This is an optimization exercise on Yosys and OpenROAD, whose aim is small area, a short achievable clock period and few clock cycles per item, not a production implementation. At most, simulation tests tie the RTL to the original design; equivalence was not proved. Power figures rest on the tool's default switching activity, not on a simulated workload.

// round_robin_sleep_scheduler_unit
module round_robin_sleep_scheduler_unit (
  input  logic                clk_i,
  input  logic                rst_ni,
  input  logic                start,
  input  logic [17:0]         item_i,
  output logic                busy,
  input  logic                cfg_we_i,
  input  logic [7:0]          cfg_wdata_i,
  output logic                done_o,
  output logic [8:0]          result_o
);
For scale: ~350 flip-flops, ~41 I/O pins, ~17000 µm² of cells after synthesis.
clock: 8.0 ns
lec_check: 0
cap_margin: 20
core_margin: 2
core_utilization: 50
setup_slack_margin: 5
slew_margin: 20
run.sh (not shown) runs the stock make flow with config.mk's settings and CLKGATE_MAP_FILE= SYNTH_SCRIPT=/design/flow/synth_recipe.tcl, a recipe that flattens the netlist after the stock synthesis.
The baseline completed without violations.
Testbench counts at the start, summed over its fixed seeds: cycles 8,000, items 8,000.
Change:
--- a/flow/design.v
+++ b/flow/design.v
@@ -28,19 +28,19 @@
   assign step_o  = start & (act != rrss_pkg::ACT_FORK) & ((act != rrss_pkg::ACT_SLEEP) | (|ticks));
   assign sw_o    = step_o & ~(tick_o & ne_i);
   assign t1_o    = (ticks == 16'd1);
 endmodule
 module rrss_datapath (
   input  logic [15:0]     blk_i,
   input  logic [15:0]     rdy_i,
   input  logic [16*16-1:0] wake_i,
   input  logic [15:0]     step_i,
-  input  logic [15:0]     ticks_i,
+  input  logic [15:0]     ticks_i,       
   input  logic            k2_i,
   input  logic [3:0]      last_i,
   input  logic [15:0]     above_i,
   input  logic [7:0]      slice_i,
   input  logic [7:0]      ts_i,
   output logic [15:0]     cd_blk_o,      
   output logic [15:0]     cd_rdy_o,
   output logic [15:0]     last_oh_o,
   output logic [15:0]     cur_oh_o,
@@ -54,19 +54,19 @@
   output logic            ne_o,
   output logic [15:0]     step_inc_o,
   output logic [15:0]     wake_new_o,
   output logic [7:0]      slice_inc_o
 );
   localparam int N = rrss_pkg::NUM_SLOTS;
   logic [N-1:0] due, cand, cand_hi, pre_hi, pre_all, first_hi, first_all, dead, pre_dead;
   logic         any_hi;
   assign step_inc_o  = step_i + 16'd1;
-  assign wake_new_o  = step_i + ticks_i - 16'd2;
+  assign wake_new_o  = step_i + ticks_i;
   assign slice_inc_o = slice_i + 8'd1;
   assign ne_o        = (slice_i != ts_i);
   always_comb begin
     for (int i = 0; i < N; i++) begin
       last_oh_o[i] = (last_i == 4'(i));
       cur_oh_o[i]  = ~above_i[i] & ((i == N-1) | above_i[(i+1) % N]);
       due[i]       = last_oh_o[i] ? k2_i : (wake_i[16*i +: 16] == step_i);
     end
   end
@@ -202,19 +202,19 @@
         if (sw & pick_oh[0]) begin
           rdy_q[0] <= 1'b1;
         end else if (cur_oh[0]) begin
           rdy_q[0] <= ~(sleep | tick) ? 1'b0 : 1'b1;
         end
       end
     end
   end
   always_ff @(posedge clk_i) begin
-    ticks_q <= item_i[15:0];
+    ticks_q <= item_i[15:0] - 16'd2;
     k2_q    <= (item_i[15:0] == 16'd2);
     for (int i = 0; i < N; i++) begin
       if (last_oh[i]) wake_q[16*i +: 16] <= wake_new;
     end
   end
   always_ff @(posedge clk_i or negedge rst_ni) begin
     if (!rst_ni) begin
       step_q   <= '0;
       last_q   <= '0;
After rerunning: The new run finished clean. Via count is about the same. Worst setup slack degrades by 0.28 ns. Die area decreases by about 1.3%. Utilization increases by 0.86 points. Final cell count increases by 0.30%. Synthesized cell count decreases by about 0.7%. Combinational power decreases by about 26%. Worst hold slack degrades by 0.054 ns.
The RTL of the second run of this note was laid out without a check of its function.


## T
round_robin_sleep_scheduler_unit, a different RTL version from the one above (not shown whole).
Size: about 310 flip-flops.
==> module round_robin_sleep_scheduler_unit, before the edit <==
module round_robin_sleep_scheduler_unit (
  input  logic                clk_i,
  input  logic                rst_ni,
  input  logic                start,
  input  logic [17:0]         item_i,
  output logic                busy,
  input  logic                cfg_we_i,
  input  logic [7:0]          cfg_wdata_i,
  output logic                done_o,
  output logic [8:0]          result_o
);
  localparam int N = rrss_pkg::NUM_SLOTS;
  logic [N-1:0]  alive_q, blk_q;
  logic [15:0]   wake_q [0:N-1];
  logic [15:0]   step_q;
  logic [3:0]    cur_q;
  logic [7:0]    slice_q;
  logic [7:0]    ts_q;
  logic          done_q;
  logic [3:0]    new_slot_q;
  logic          failed_q;
  logic [1:0]    act;
  logic [15:0]   ticks;
  logic          is_tick, is_sleep, is_exit, is_fork;
  logic          step, charge, sw;
  logic [N-1:0]  cur_oh, after_cur;
  logic [N-1:0]  eq, cand, cand_hi, first_hi, first_all, pick_oh;
  logic          any_hi, any_cand;
  logic [3:0]    found_idx, pick_idx;
  logic [N-1:0]  dead, first_dead;
  logic [3:0]    dead_idx;
  logic          any_dead;
  logic [15:0]   wake_new;
  assign act      = item_i[17:16];
  assign ticks    = item_i[15:0];
  assign is_tick  = (act == rrss_pkg::ACT_TICK);
  assign is_sleep = (act == rrss_pkg::ACT_SLEEP);
  assign is_exit  = (act == rrss_pkg::ACT_EXIT);
  assign is_fork  = (act == rrss_pkg::ACT_FORK);
  assign step   = start & (is_tick | is_exit | (is_sleep & (|ticks)));
  assign charge = is_tick & (slice_q != ts_q);
  assign sw     = step & ~charge;
  always_comb begin
    for (int i = 0; i < N; i++) begin
      cur_oh[i]    = (cur_q == 4'(i));
      after_cur[i] = (4'(i) > cur_q);
      eq[i]        = (wake_q[i] == step_q);
    end
  end
  assign cand    = alive_q & (~blk_q | eq) & ~cur_oh & ~16'b1;
  assign cand_hi = cand & after_cur;
  always_comb begin
    for (int i = 0; i < N; i++) begin
      first_hi[i]   = cand_hi[i] & ~|(cand_hi & ((16'b1 << i) - 16'b1));
      first_all[i]  = cand[i] & ~|(cand & ((16'b1 << i) - 16'b1));
      first_dead[i] = dead[i] & ~|(dead & ((16'b1 << i) - 16'b1));
    end
  end
  assign any_hi   = |cand_hi;
  assign any_cand = |cand;
  always_comb begin
    found_idx = '0;
    dead_idx  = '0;
    for (int i = 0; i < N; i++) begin
      if ((any_hi ? first_hi[i] : first_all[i])) found_idx = found_idx | 4'(i);
      if (first_dead[i]) dead_idx = dead_idx | 4'(i);
    end
  end
  assign pick_oh  = any_cand ? (any_hi ? first_hi : first_all)
                             : (is_tick ? cur_oh : 16'b1);
  assign pick_idx = any_cand ? found_idx : (is_tick ? cur_q : 4'd0);
  assign dead     = ~alive_q;
  assign any_dead = |dead;
  assign wake_new = step_q + ticks;
  always_ff @(posedge clk_i or negedge rst_ni) begin
    if (!rst_ni) begin
      alive_q <= 16'b1;
      blk_q   <= '0;
    end else begin
      for (int i = 0; i < N; i++) begin
        if (step) begin
          if (cur_oh[i]) begin
            if (is_sleep) blk_q[i] <= 1'b1;
            if (is_exit) alive_q[i] <= 1'b0;
          end else if (blk_q[i] & eq[i]) begin
            blk_q[i] <= 1'b0;
          end
          if (sw & pick_oh[i]) begin
            alive_q[i] <= 1'b1;
            blk_q[i]   <= 1'b0;
          end
        end
        if (start & is_fork & first_dead[i]) begin
          alive_q[i] <= 1'b1;
        end
      end
    end
  end
  always_ff @(posedge clk_i) begin
    for (int i = 0; i < N; i++) begin
      if (cur_oh[i]) wake_q[i] <= wake_new;
    end
  end
  always_ff @(posedge clk_i or negedge rst_ni) begin
    if (!rst_ni) begin
      step_q  <= '0;
      cur_q   <= '0;
      slice_q <= '0;
      ts_q    <= rrss_pkg::TIME_SLICE_RST;
      done_q  <= 1'b0;
    end else begin
      if (cfg_we_i) ts_q <= cfg_wdata_i;
      if (step) step_q <= step_q + 16'd1;
      if (sw) begin
        cur_q   <= pick_idx;
        slice_q <= 8'd1;
      end else if (step) begin
        slice_q <= slice_q + 8'd1;
      end
      done_q <= start;
    end
  end
  always_ff @(posedge clk_i) begin
    if (start) begin
      new_slot_q <= (is_fork & any_dead) ? dead_idx : 4'd0;
      failed_q   <= is_fork & ~any_dead;
    end
  end
  assign busy     = 1'b0;
  assign done_o   = done_q;
  assign result_o = {cur_q, new_slot_q, failed_q};
endmodule
make LEC_CHECK=0 ABC_CLOCK_PERIOD_IN_PS=3000 CAP_MARGIN=20 CORE_MARGIN=2 CORE_UTILIZATION=40 SETUP_SLACK_MARGIN=4.5 SLEW_MARGIN=20 finish   # period 8.0 ns
Testbench counts of T, summed over its fixed seeds: cycles 8,000, items 8,000.
The following lists how P was set up differently from T:
--- a/flow/design.v
+++ b/flow/design.v
@@ -19,23 +19,26 @@
   output logic [8:0]          result_o
 );
   localparam int N = rrss_pkg::NUM_SLOTS;
   logic [N-1:0]  alive_q, blk_q;
   logic [15:0]   wake_q [0:N-1];
   logic [15:0]   step_q;
+  logic [15:0]   ticks_q;
+  logic [3:0]    last_q;
+  logic          tone_q;
   logic [3:0]    cur_q;
   logic [7:0]    slice_q;
   logic [7:0]    ts_q;
   logic          done_q;
   logic [3:0]    new_slot_q;
   logic          failed_q;
   logic [1:0]    act;
   logic [15:0]   ticks;
   logic          is_tick, is_sleep, is_exit, is_fork;
   logic          step, charge, sw;
-  logic [N-1:0]  cur_oh, after_cur;
+  logic [N-1:0]  cur_oh, after_cur, last_oh;
   logic [N-1:0]  eq, cand, cand_hi, first_hi, first_all, pick_oh;
   logic          any_hi, any_cand;
   logic [3:0]    found_idx, pick_idx;
   logic [N-1:0]  dead, first_dead;
   logic [3:0]    dead_idx;
   logic          any_dead;
@@ -50,13 +53,14 @@
   assign charge = is_tick & (slice_q != ts_q);
   assign sw     = step & ~charge;
   always_comb begin
     for (int i = 0; i < N; i++) begin
       cur_oh[i]    = (cur_q == 4'(i));
       after_cur[i] = (4'(i) > cur_q);
-      eq[i]        = (wake_q[i] == step_q);
+      last_oh[i]   = (last_q == 4'(i));
+      eq[i]        = last_oh[i] ? tone_q : (wake_q[i] == step_q);
     end
   end
   assign cand    = alive_q & (~blk_q | eq) & ~cur_oh & ~16'b1;
   assign cand_hi = cand & after_cur;
   always_comb begin
     for (int i = 0; i < N; i++) begin
@@ -77,13 +81,13 @@
   end
   assign pick_oh  = any_cand ? (any_hi ? first_hi : first_all)
                              : (is_tick ? cur_oh : 16'b1);
   assign pick_idx = any_cand ? found_idx : (is_tick ? cur_q : 4'd0);
   assign dead     = ~alive_q;
   assign any_dead = |dead;
-  assign wake_new = step_q + ticks;
+  assign wake_new = step_q + ticks_q - 16'd1;
   always_ff @(posedge clk_i or negedge rst_ni) begin
     if (!rst_ni) begin
       alive_q <= 16'b1;
       blk_q   <= '0;
     end else begin
       for (int i = 0; i < N; i++) begin
@@ -103,14 +107,23 @@
           alive_q[i] <= 1'b1;
         end
       end
     end
   end
   always_ff @(posedge clk_i) begin
+    ticks_q <= ticks;
+    tone_q  <= (ticks == 16'd1);
     for (int i = 0; i < N; i++) begin
-      if (cur_oh[i]) wake_q[i] <= wake_new;
+      if (last_oh[i]) wake_q[i] <= wake_new;
+    end
+  end
+  always_ff @(posedge clk_i or negedge rst_ni) begin
+    if (!rst_ni) begin
+      last_q <= '0;
+    end else begin
+      last_q <= cur_q;
     end
   end
   always_ff @(posedge clk_i or negedge rst_ni) begin
     if (!rst_ni) begin
       step_q  <= '0;
       cur_q   <= '0;
## What came out
The run showing the greater synthesized cell count is P.
T → P: met1 capacity usage during global routing lost 1.4 points; share of cells above drive strength 1 dropped 2.2 points; worst setup slack now larger.
P vs T — instance count after placement with tap cells included climbed by more than 10%
The horizontal die dimension of P exceeds that of T by 2.8%.
Relative to T, sequential-to-total area share from yosys stat has decreased by 0.56 points in P.
P reports a higher largest net degree at the start of global routing than T does.
Compare P and T | total track usage lower: P
Higher critical path depth goes to T over P.
Parity-gate share of the synthesized area counting xor and xnor cells, P and T, higher one = T.
Only the layout flow was run in P; the RTL was not checked for function there.

-- port drivers added, routing unchanged --
How much do the figures lean on ideal ports? The routed layouts below were timed once more, with nothing changed but the port constraints.
Step 1, drivers: a clkbuf_16 drives clk_i and a buf_2 each remaining input, both assumed.
Step 2, shift: input delay + t, output delay - t, t = (earliest + latest rising clock arrival at the registers) / 2. This alone moves slack from input paths to output paths.
Three values: no drivers, after step 1, after step 2; two values: the first two.
run | shift t [ns] | slack for setup (ns) | worst setup path after step 2 | clock arrival spread, ns | worst register clock-pin slew, ns
the first run of note 1 | 0.579 | 5.057 / 5.075 / 4.496 | input to register | 0.025 / 0.025 | 0.06 / 0.06
the second run of note 1 | 0.585 | 4.777 / 4.783 / 4.198 | input to register | 0.025 / 0.025 | 0.06 / 0.06
T | 0.583 | 4.167 / 4.162 / 3.579 | input to register | 0.018 / 0.017 | 0.06 / 0.06
P | 0.581 | 4.500 / 4.500 / 4.035 | input to register | 0.018 / 0.017 | 0.06 / 0.06
After both steps every run listed still meets setup and hold. For T, which loses most, drivers alone change the setup slack by -0.005 ns; drivers and shift together by -0.588 ns.
